This design comes from an exercise in tuning for small area on the open sky130 flow, not from production work. Function was checked by simulation only, so behaviour that the tests miss may differ from the original. Power is estimated from default activity; no workload was simulated. The flow treats the clock pin as an ideal source, which a real chip does not have.

==> design.v <==
module rsign_ctrl #(
    parameter int unsigned FM_DEPTH   = 64,
    parameter int unsigned PARA_WIDTH = 16,
    parameter int unsigned FM_SIZE    = 784,
    parameter int unsigned RSIGN_LAT  = 1
) (
    input  logic                                 clk,
    input  logic                                 rstn,
    input  logic                                 para_s_valid,
    input  logic [PARA_WIDTH-1:0]                para_s_data,
    output logic                                 para_s_ready,
    input  logic                                 win_valid,
    output logic                                 in_ready,
    output logic                                 rsign_valid,
    output logic [FM_DEPTH-1:0][PARA_WIDTH-1:0]  para_out,
    output logic                                 out_valid,
    output logic                                 frame_done,
    output logic                                 para_loaded,
    output logic [$clog2(FM_SIZE+1)-1:0]         win_cnt
);
    localparam int unsigned IdxW = (FM_DEPTH > 1) ? $clog2(FM_DEPTH) : 1;
    localparam int unsigned CntW = $clog2(FM_SIZE + 1);
    logic [IdxW-1:0]                      idx_q;
    logic                                 shadow_full_q;
    logic [FM_DEPTH-1:0][PARA_WIDTH-1:0]  shadow_n_q;    
    logic [FM_DEPTH-1:0][PARA_WIDTH-1:0]  active_n_q;    
    logic                                 unloaded_q;    
    logic                                 run_q;
    logic                                 vld_q;
    logic                                 drain;
    logic [CntW-1:0]                      win_cnt_q;
    logic                                 beat, accept, last_acc, commit;
    assign para_s_ready = ~shadow_full_q;
    assign beat         = para_s_valid & ~shadow_full_q;
    assign in_ready     = run_q | ~(unloaded_q | drain | shadow_full_q);
    assign accept       = win_valid & in_ready;
    assign rsign_valid  = accept;
    assign out_valid    = vld_q;
    assign frame_done   = drain;
    assign para_out     = ~(active_n_q | {(FM_DEPTH*PARA_WIDTH){unloaded_q}});
    assign para_loaded  = ~unloaded_q;
    assign win_cnt      = win_cnt_q;
    localparam logic [CntW-1:0] SizeBits = CntW'(FM_SIZE);
    assign drain    = ((win_cnt_q & SizeBits) == SizeBits);
    assign last_acc = accept & (win_cnt_q == CntW'(FM_SIZE - 1));
    assign commit   = shadow_full_q & ~run_q;
    always_ff @(posedge clk) begin
        if (beat) shadow_n_q <= {~para_s_data, shadow_n_q[FM_DEPTH-1:1]};
    end
    always_ff @(posedge clk or negedge rstn) begin
        if (!rstn) begin
            idx_q         <= '0;
            shadow_full_q <= 1'b0;
        end else if (beat) begin
            idx_q <= idx_q + IdxW'(1);
            if (idx_q == IdxW'(FM_DEPTH - 1)) shadow_full_q <= 1'b1;
        end else if (commit) begin
            shadow_full_q <= 1'b0;
        end
    end
    always_ff @(posedge clk) begin
        if (commit) active_n_q <= shadow_n_q;
    end
    always_ff @(posedge clk or negedge rstn) begin
        if (!rstn) begin
            unloaded_q <= 1'b1;
        end else if (commit) begin
            unloaded_q <= 1'b0;
        end
    end
    always_ff @(posedge clk or negedge rstn) begin
        if (!rstn) begin
            run_q     <= 1'b0;
            vld_q     <= 1'b0;
            win_cnt_q <= '0;
        end else begin
            vld_q  <= accept;
            if (accept) run_q <= ~last_acc;
            if (drain) win_cnt_q <= '0;
            else if (accept) win_cnt_q <= win_cnt_q + CntW'(1);
        end
    end
endmodule
==> flow/run.sh <==
#!/bin/bash
# Standard ORFS layout, with the smallest buffer on the ports, the high-fanout enable nets
# rebuffered with small buffers after global placement (flow/rebuf.tcl), and a clock tree
# of larger sink clusters without dummy loads.
set -euo pipefail
export BUFFER_PORTS_ARGS="-buffer_cell sky130_fd_sc_hd__buf_1"
export POST_GLOBAL_PLACE_TCL="$PWD/flow/rebuf.tcl"
export CTS_ARGS="-sink_clustering_enable -repair_clock_nets -dont_use_dummy_load -sink_clustering_size 30 -sink_clustering_max_diameter 150"
bash standard.sh > standard_flow.log 2>&1
==> flow/rebuf.tcl <==
# Rebuild the buffer trees of the high-fanout nets with small buffers: after timing-driven
# global placement, drop the resizer's fanout buffers and give each net a two-level tree of
# buf_4 cells, each driving a cluster of nearby loads.
proc rb_log {msg} { puts "rebuf: $msg" }
set rb_cell [get_lib_cells sky130_fd_sc_hd__buf_4]
set rb_group 80
set bufs {}
foreach inst [get_cells *] {
  if {[regexp {__buf_(2|4|6|8|12|16)$} [get_property $inst ref_name]]} { lappend bufs [get_full_name $inst] }
}
rb_log "removing [llength $bufs] buffers"
if {[llength $bufs]} { remove_buffers {*}$bufs }
set block [ord::get_db_block]
set clknets {}
foreach n [get_nets -of_objects [get_pins -hierarchical */CLK]] { lappend clknets [get_full_name $n] }
set k 0
foreach net [$block getNets] {
  set name [$net getName]
  if {[lsearch -exact $clknets $name] >= 0} continue
  if {[$net getSigType] ne "SIGNAL"} continue
  set loads {}
  foreach it [$net getITerms] {
    if {[$it isInputSignal]} {
      set inst [$it getInst]
      set bb [$inst getBBox]
      lappend loads [list [expr {([$bb xMin]+[$bb xMax])/2}] [expr {([$bb yMin]+[$bb yMax])/2}] "[$inst getName]/[[$it getMTerm] getName]"]
    }
  }
  set n [llength $loads]
  if {$n <= $rb_group} continue
  # split into strips by x, then chunks by y inside each strip
  set ng [expr {int(ceil(double($n)/$rb_group))}]
  set ns [expr {int(ceil(sqrt($ng)))}]
  set loads [lsort -integer -index 0 $loads]
  set per_strip [expr {int(ceil(double($n)/$ns))}]
  set groups {}
  for {set s 0} {$s < $n} {incr s $per_strip} {
    set strip [lsort -integer -index 1 [lrange $loads $s [expr {$s+$per_strip-1}]]]
    set m [llength $strip]
    set nc [expr {int(ceil(double($m)/$rb_group))}]
    set per [expr {int(ceil(double($m)/$nc))}]
    for {set c 0} {$c < $m} {incr c $per} { lappend groups [lrange $strip $c [expr {$c+$per-1}]] }
  }
  rb_log "net $name: $n loads in [llength $groups] groups"
  foreach g $groups {
    set sx 0; set sy 0; set pins {}
    foreach l $g { set sx [expr {$sx+[lindex $l 0]}]; set sy [expr {$sy+[lindex $l 1]}]; lappend pins [get_pins [lindex $l 2]] }
    set cx [expr {$sx/[llength $g]/1000.0}]; set cy [expr {$sy/[llength $g]/1000.0}]
    insert_buffer -buffer_cell $rb_cell -net [get_nets $name] -load_pins $pins -location [list $cx $cy] -buffer_name rbuf_$k -net_name rbnet_$k
    incr k
  }
}
rb_log "inserted $k buffers"
==> standard.sh <==
#!/bin/bash
# synth_recipe.tcl (not shown) runs the flow's synth.tcl, then flattens the netlist and writes it again
# the make line also repeats each setting of config.mk as NAME=value (left out here)
make -C /OpenROAD-flow-scripts/flow DESIGN_CONFIG=/design/flow/config.mk WORK_HOME=/design/flow/orfs CLKGATE_MAP_FILE= SYNTH_SCRIPT=/design/flow/synth_recipe.tcl "${@:-finish}"
==> config.mk <==
export PLATFORM = sky130hd
export DESIGN_NAME = rsign_ctrl
export DESIGN_NICKNAME = rsign_ctrl
export VERILOG_FILES = /design/flow/design.v
export SDC_FILE = /design/flow/constraint.sdc
export NUM_CORES = 4
export LEC_CHECK = 0
export CAP_MARGIN = 20
export CORE_MARGIN = 2
export CORE_UTILIZATION = 65
export PLACE_DENSITY = 0.75
export SLEW_MARGIN = 20
==> constraint.sdc <==
create_clock -name core_clock -period 5.0 [get_ports {clk}]
set_input_delay 1.0000 -clock core_clock [delete_from_list [all_inputs] [get_ports {clk}]]
set_output_delay 1.0000 -clock core_clock [all_outputs]
set_load 0.01 [all_outputs]
==> summary.txt <==
cells by family after synthesis:
kind of cell,Yosys count
flops,2068
simple gates,1057
buf+inv,138
compound gates,17
xor+xnor,9
mux,2
fa+ha+maj,2
cell usage after synthesis, drive strengths merged:
library cell	number
a311oi	1
a21oi	1
o31ai	3
ha	2
xor2	6
nand4	4
and2	1
o211ai	5
edfxtp	2048
dfstp	1
buf	4
mux2i	1
xnor2	3
or4	2
mux2	1
nor2	1035
and4	1
and3	1
nor2b	1
clkbuf	112
a31o	1
inv	21
o21ai	4
o41ai	1
nand2	9
nor4	1
nand3	2
o22ai	1
clkinv	1
dfrtp	19
worst max path at each step:
stage / endpoint / slack (ns) / cells past startpoint
finish: rsign_valid / 0.71 / 5
global route: rsign_valid / 0.54 / 5
CTS: rsign_valid / 0.68 / 5
detailed placement: rsign_valid / 1.43 / 5
global placement: para_out[589] / 1.92 / 3
floorplan: active_n_q[0] / -11.10 / 2
placed cells by master, fill, tap and decap left out, types with 2 or more instances in the layout:
master     Yosys  routed
buf_1          2    1058
buf_16         0       3
buf_4          0      48
clkbuf_16      0      78
dfrtp_1       19      18
diode_2        0       2
edfxtp_1    2048    2048
ha_1           2       2
inv_1         21      20
nand2_1        9       9
nand3_1        2       2
nand4_1        4       4
nor2_1      1034    1033
o211ai_1       5       5
o21ai_0        4       4
o31ai_1        3       3
or4_1          2       2
xnor2_1        3       3
xor2_1         6       6
stage by stage:
step | total power (W) | setup WS [ns] | std cells | area, µm² | hold slack [ns]
detailed placement | 0.0216 | 1.43 | 5655 | 72500 | 0.405
global route | 0.0294 | 0.539 | 5733 | 74500 | 0.300
global placement | 0.0215 | 1.92 | 5662 | 72800 | 0.401
finish | 0.0286 | 0.709 | 5735 | 74500 | 0.295
CTS | 0.0287 | 0.683 | 5733 | 74500 | 0.268
floorplan | 0.0211 | -11.10 | 3293 | 66800 | 0.400
flip-flops by register name (all words and copies together) (netlist names):
name and flops:
active_n_q 1024, idx_q 6, run_q 1, shadow_full_q 1, shadow_n_q 1024, unloaded_q 1
vld_q 1, win_cnt_q 10
layout make-up:
cell class / instances / area (µm²) / area share [%]
clock buffers: 78 / 1950 / 2.62
well taps: 1368 / 1710 / 2.30
diodes: 2 / 5.00 / 0.00672
inverters: 22 / 82.6 / 0.111
flip-flops and latches: 2068 / 62000 / 83.3
repair buffers: 1110 / 4420 / 5.94
multi-input cells: 1087 / 4280 / 5.75
metal layers:
layer | up-vias | routed length (µm)
met4 | 0 | 8200
met5 | - | 0
met1 | 16196 | 54800
li1 | 14062 | -
met3 | 288 | 15600
met2 | 1778 | 81300
power groups by stage:
stage | combinational, W | clock (W) | sequential (W)
6_report | 0.000606 | 0.00742 | 0.0206
5_1_grt | 0.000666 | 0.00802 | 0.0207
4_1_cts | 0.000612 | 0.00750 | 0.0206
3_5_place_dp | 0.000613 | 0 | 0.0210
3_3_place_gp | 0.000622 | 0 | 0.0209
2_1_floorplan | 0.000368 | 0 | 0.0208
==> flow_summary.json <==
{
  "outcome": "finished clean",
  "grtUsageMet2_pct": 49.9,
  "critPathLaunch": "unloaded_q",
  "syn2layout_area_growth_pct": 11.5,
  "cpMaxStageDelayCell": "dfstp_4",
  "cts.clk_slew.worst_paths_ns": 0.11,
  "fin_crit_ns": 4.29,
  "ys_seq_area_share_pct": 92.8,
  "cp.arrival_ns": 3.29,
  "cts_setup_buffers": 0,
  "p_comb_share_pct": 2.1,
  "cts.repair.resized": 0,
  "r2r_slack_ns": 2.12,
  "r2r_end": "win_cnt_q[2]",
  "synth_nets": 3315,
  "wl_per_cell_um": 27.9,
  "max_freq_mhz": 233,
  "start_util_pct": 65.6,
  "crit_family": "flip-flops",
  "ys_warn_count": 1,
  "grt_max_degree": 66,
  "finalCritPeriodShare_pct": 85.8,
  "n_fill_cell": 5897,
  "wirelength_mm": 160,
  "grt_pass1_wl_mm": 217,
  "grt_most_used_layer": "met2",
  "drv_slew": 0,
  "cts_buffers": 78,
  "hold_viol": 0,
  "reg2reg_depth": 5,
  "powerDensity_nw_per_um2": 385,
  "setup_viol": 0,
  "ant_nets": 0,
  "critPathMaxFanout": 65,
  "switching_share_pct": 19.6,
  "synth_area_per_cell_um2": 20.3,
  "relSlewSlack_pct": 41.6,
  "synth_area_um2": 66800,
  "cp_cell_sequence": "buf_4 > a311oi_4 > o21ai_0 > inv_1 > buf_1",
  "internal_power_w": 0.0230,
  "yosys.area_share.simple_pct": 6.00,
  "switching_power_w": 0.00562,
  "first_pass_iters": 6,
  "hpwl_mm": 115,
  "cts_tree": "built",
  "fin_skew_ns": 0.0365,
  "die_h_um": 325,
  "cts_num_sinks": 2068,
  "p_leak_nw": 24.7,
  "netlist_instances": 3293,
  "yosys.cell_types.count": 33,
  "worst_ep_required_time_ns": 4.00,
  "seqPwrFrac_pct": 72.0,
  "drt_iter0_markers": 4303,
  "cp-end-kind": "output pin",
  "grtUsageMet1_pct": 36.1,
  "fin_tns_setup_ns": 0,
  "reg2reg_from": "unloaded_q",
  "drc": 0,
  "synth_xor_area_share_pct": 0.118,
  "drv_cap": 0,
  "clockPowerShare_pct": 25.9,
  "antenna_found_initial": 4,
  "tightest_slew_ns": 0.876,
  "core-area_um2": 102000,
  "crit_type": "reg -> out",
  "ios": 1060,
  "dieArea_um2": 105000,
  "vias": 32324,
  "cts.path.max_buffers": 3,
  "nets": 4389,
  "cp_num_buf_inv": 3,
  "grt_use_met3_pct": 7.96,
  "hold_path.class": "in -> async",
  "synth_fa_ha_area_share_pct": 0.0375,
  "rsz0062_at_grt": "false",
  "clock_latency_ns": 0.68,
  "cts_hold_buf": 0,
  "synth.area.top_cells": "edfxtp_1 (92%), nor2_1 (5.8%), dfrtp_1 (0.71%), clkbuf_1 (0.63%), inv_1 (0.12%)",
  "muxShareOfSynthArea_pct": 0.0318,
  "dieWidth_um": 325,
  "grt-ovfl-total": 0,
  "yosys.area.top_type": "edfxtp_1",
  "portBuffers": 1059,
  "ys_ff_latch": 2068,
  "crit_path_start_kind": "register",
  "final_layout_size_suffix_gt1_share_pct": 3.18,
  "cts_root_buf": "clkbuf_16",
  "max_stage_delay_ns": 1.08,
  "row_count": 117,
  "fin_util_pct": 73.1,
  "synth_compound_area_share_pct": 0.202,
  "yosys.area.top_type_share_pct": 92.1,
  "via_per_inst": 5.64,
  "synth_top_family_by_area": "simple AND/OR/NAND/NOR gates",
  "htree_levels": 3,
  "grt_use_total_pct": 29.6,
  "first_global_vias": 30384,
  "vdd.ir_drop.worst_v": 0.000430
}

port drivers added, routing unchanged:
The flow's constraints put no driver on any port. The routed layout listed below was extracted and timed again, unchanged, in two steps.
Step 1 assumes that a clkbuf_16 drives the clock port and a buf_2 every other input.
Step 2 also shifts input and output timing later by t, the mid clock arrival at the registers, as if the neighbouring blocks saw the same clock.
Slacks: ideal ports / drivers / drivers and shift; pairs: ideal ports / drivers.
shift t [ns]: 0.728
slack for setup (ns): 0.709 / 0.641 / 1.369
clock arrival spread, ns: 0.041 / 0.042
After both steps setup and hold are still met in this run. The setup slack of this run moves by -0.068 ns with the drivers and by +0.660 ns with both steps.
